Context: an optimization exercise on an open-source flow, tuned for small area, a short achievable clock period and few clock cycles per item. The choices shown serve that exercise and are no tape-out recipe.
In this exercise RTL edits were held to simulation tests only and were not proved equivalent to the original.
Power is estimated from default activity; no workload was simulated.

==> flow/design.v (excerpt) <==
module sparse_batch_accum #(
  parameter int DATA_W = sparse_batch_accum_pkg::DATA_W,
  parameter int RES_W  = sparse_batch_accum_pkg::RES_W,
  parameter int IDX_W  = sparse_batch_accum_pkg::IDX_W,
  parameter int BATCH  = sparse_batch_accum_pkg::BATCH
) (
  input  logic              clk,
  input  logic              rst,
  input  logic              in_valid,
  output logic              in_ready,
  input  logic [DATA_W-1:0] in_data,
  input  logic [DATA_W-1:0] in_weight,
  input  logic [IDX_W-1:0]  in_idx,
  input  logic              in_last,
  output logic              out_valid,
  input  logic              out_ready,
  output logic [RES_W-1:0]  out_data,
  output logic [IDX_W-1:0]  out_idx,
  output logic              out_last,
  output logic [sparse_batch_accum_pkg::bw(BATCH+1)-1:0] sample_cnt
  , output logic            sat_flag
);
  localparam int NACC  = 2**IDX_W;
  localparam int CNT_W = sparse_batch_accum_pkg::bw(BATCH+1);
  localparam int PW    = 2*DATA_W;
  localparam int HW    = RES_W - PW;
  typedef enum logic [2:0] {
    ACCUM = 3'd0,
    WAIT1 = 3'd1,
    WAIT2 = 3'd2,
    LOAD1 = 3'd3,
    LOAD2 = 3'd4,
    DRAIN = 3'd5
  } st_t;
  st_t                state, state_nxt;
  ...
Settings: LEC_CHECK=0, CAP_MARGIN=20, CORE_MARGIN=2, CORE_UTILIZATION=55, CTS_CLUSTER_DIAMETER=80, CTS_CLUSTER_SIZE=25, SETUP_SLACK_MARGIN=5, SLEW_MARGIN=20; clock period 8.0 ns.
standard.sh (not shown) runs the stock make flow with config.mk's settings and CLKGATE_MAP_FILE= SYNTH_SCRIPT=/design/flow/synth_recipe.tcl, a recipe that flattens the netlist after the stock synthesis.
==> flow/flow/run.sh <==
#!/bin/bash
set -euo pipefail
bash standard.sh SETUP_SLACK_MARGIN=5.4 finish > flow_standard.log 2>&1
The baseline produced a clean layout.
Testbench counts at the start, summed over its fixed seeds: cycles 5,290, items 4,650.
Change:
--- a/flow/design.v
+++ b/flow/design.v
@@ -412,60 +412,65 @@
         m_idx_nxt = handshake ? m_idx + 1'b1 : m_idx;
         if (done) state_nxt = ACCUM;
       end
       default: begin
         state_nxt = ACCUM;
       end
     endcase
   end
   always_ff @(posedge clk or posedge rst) begin
     if (rst) begin
       state      <= ACCUM;
-      in_ready   <= 1'b0;
-      out_valid  <= 1'b0;
-      sample_cnt <= '0;
       i_valid    <= 1'b0;
       m_valid    <= 1'b0;
       s1_valid   <= 1'b0;
       s2_valid   <= 1'b0;
       acc_vld    <= '0;
     end else begin
       state     <= state_nxt;
-      in_ready  <= (state_nxt == ACCUM);
-      out_valid <= (state_nxt == DRAIN);
-      if (done) begin
-        sample_cnt <= '0;
-      end else if (accept && in_last) begin
-        sample_cnt <= sample_cnt + 1'b1;
-      end
       i_valid  <= accept;
       m_valid  <= i_valid;
       s1_valid <= m_valid;
       s2_valid <= s1_valid;
       if (done) begin
         acc_vld <= '0;
       end else if (s2_valid) begin
         acc_vld[s2_idx] <= 1'b1;
       end
     end
   end
   always_ff @(posedge clk) begin
+    if (rst) begin
+      in_ready   <= 1'b0;
+      out_valid  <= 1'b0;
+      sample_cnt <= '0;
+    end else begin
+      in_ready  <= (state_nxt == ACCUM);
+      out_valid <= (state_nxt == DRAIN);
+      if (done) begin
+        sample_cnt <= '0;
+      end else if (accept && in_last) begin
+        sample_cnt <= sample_cnt + 1'b1;
+      end
+    end
+  end
+  always_ff @(posedge clk) begin
     if (state != DRAIN) begin
       out_idx  <= '0;
       out_last <= 1'b0;
     end else if (handshake) begin
       out_idx  <= out_idx + 1'b1;
       out_last <= (out_idx == IDX_W'(NACC - 2));
     end
   end
-  always_ff @(posedge clk or posedge rst) begin
+  always_ff @(posedge clk) begin
     if (rst) begin
       sat_flag <= 1'b0;
     end else if (done) begin
       sat_flag <= 1'b0;
     end else if (s2_valid && (s2_sat_p || s2_sat_n)) begin
       sat_flag <= 1'b1;
     end
   end
   always_ff @(posedge clk) begin
     i_idx    <= in_idx;
     i_data   <= in_data;
What happened:
- sequential cell count does not change
- non-clock buffer count goes up by 12
- via count is lower by a few percent
- clock skew drops by 0.0052 ns
- cell count stays flat
- first-iteration DRC count increases by a little under a tenth
- global-route usage fell by 1.2 points
- worst hold slack loses 0.0040 ns
Testbench counts after the change, summed over its fixed seeds: cycles 5,290, items 4,650.

* * *

== alpha ==
sparse_batch_accum again, from the RTL that the note above started with.
clock: 8.0 ns
lec_check: 0
cap_margin: 20
core_margin: 2
core_utilization: 55
cts_cluster_diameter: 80
cts_cluster_size: 25
setup_slack_margin: 5
slew_margin: 20
==> flow/flow/run.sh <==
#!/bin/bash
set -euo pipefail
bash standard.sh SETUP_SLACK_MARGIN=5.3 finish > flow_standard.log 2>&1
Testbench counts of alpha, summed over its fixed seeds: cycles 5,290, items 4,650.
### alpha -> beta
--- a/flow/design.v
+++ b/flow/design.v
@@ -414,56 +414,61 @@
       end
       default: begin
         state_nxt = ACCUM;
       end
     endcase
   end
   always_ff @(posedge clk or posedge rst) begin
     if (rst) begin
       state      <= ACCUM;
-      in_ready   <= 1'b0;
-      out_valid  <= 1'b0;
-      sample_cnt <= '0;
       i_valid    <= 1'b0;
       m_valid    <= 1'b0;
       s1_valid   <= 1'b0;
       s2_valid   <= 1'b0;
       acc_vld    <= '0;
     end else begin
       state     <= state_nxt;
-      in_ready  <= (state_nxt == ACCUM);
-      out_valid <= (state_nxt == DRAIN);
-      if (done) begin
-        sample_cnt <= '0;
-      end else if (accept && in_last) begin
-        sample_cnt <= sample_cnt + 1'b1;
-      end
       i_valid  <= accept;
       m_valid  <= i_valid;
       s1_valid <= m_valid;
       s2_valid <= s1_valid;
       if (done) begin
         acc_vld <= '0;
       end else if (s2_valid) begin
         acc_vld[s2_idx] <= 1'b1;
       end
     end
   end
   always_ff @(posedge clk) begin
+    if (rst) begin
+      in_ready   <= 1'b0;
+      out_valid  <= 1'b0;
+      sample_cnt <= '0;
+    end else begin
+      in_ready  <= (state_nxt == ACCUM);
+      out_valid <= (state_nxt == DRAIN);
+      if (done) begin
+        sample_cnt <= '0;
+      end else if (accept && in_last) begin
+        sample_cnt <= sample_cnt + 1'b1;
+      end
+    end
+  end
+  always_ff @(posedge clk) begin
     if (state != DRAIN) begin
       out_idx  <= '0;
       out_last <= 1'b0;
     end else if (handshake) begin
       out_idx  <= out_idx + 1'b1;
       out_last <= (out_idx == IDX_W'(NACC - 2));
     end
   end
-  always_ff @(posedge clk or posedge rst) begin
+  always_ff @(posedge clk) begin
     if (rst) begin
       sat_flag <= 1'b0;
     end else if (done) begin
       sat_flag <= 1'b0;
     end else if (s2_valid && (s2_sat_p || s2_sat_n)) begin
       sat_flag <= 1'b1;
     end
   end
   always_ff @(posedge clk) begin
### Flow results
beta reached the final stage; the timing, design-rule and antenna checks on its layout passed.
Looking at source of the critical timing path, the s2_sat_n$_DFF_P_ result is from beta; the sample_cnt[0]$_DFFE_PP0P_ one comes from alpha.
NOTE die area alpha->beta decreased slightly
Relative to alpha, total combinational power decreased by about 64% in beta.
Taking alpha as the reference, in beta post-synthesis simple-gate area fraction neither gained nor lost much; maximum fanout count along the critical path went up.
In beta relative to alpha, instance area after placement had gone down slightly.
The share of cell area taken by multi-input logic gates of beta and that of alpha are within noise of each other.
Delta (beta minus alpha): total number of vias saw a decrease, clock power share moved up, total stage count of the critical path climbed 3.
Sort beta and alpha by number of unique standard cell types used by synthesis, descending, and alpha comes first.
Of beta and alpha, beta shows the lower inserted tap cell count, with alpha above it.
There was hardly any difference in post-route clock period utilization between alpha and beta.
Testbench counts of beta, summed over its fixed seeds: cycles 5,290, items 4,650.

==> port drivers added, routing unchanged <==
In the flow no input, the clock included, has a driving cell. The finished layouts below were timed again as built, in two steps. Step 1, drivers: a clkbuf_16 drives clk and a buf_2 each remaining input, both assumed. Step 2 also shifts input and output timing later by t, the mid clock arrival at the registers, as if the neighbouring blocks saw the same clock. Three values: ideal, step 1, step 2; two values: the first two.
| run | shift t [ns] | setup slack, ns | worst setup path after step 2 | worst slew at a driven data input, ns |
|---|---|---|---|---|
| the first run of note 1 | 0.645 | 5.251 / 5.191 / 4.895 | input to register | 0.03 |
| the second run of note 1 | 0.641 | 5.277 / 5.265 / 4.837 | input to register | 0.04 |
| alpha | 0.632 | 5.270 / 5.213 / 4.740 | input to register | 0.04 |
| beta | 0.641 | 5.260 / 5.260 / 4.734 | input to register | 0.04 |
After both steps every run listed still meets setup and hold. The setup slack of alpha, which loses most, moves by -0.057 ns with the drivers and by -0.530 ns with both steps.
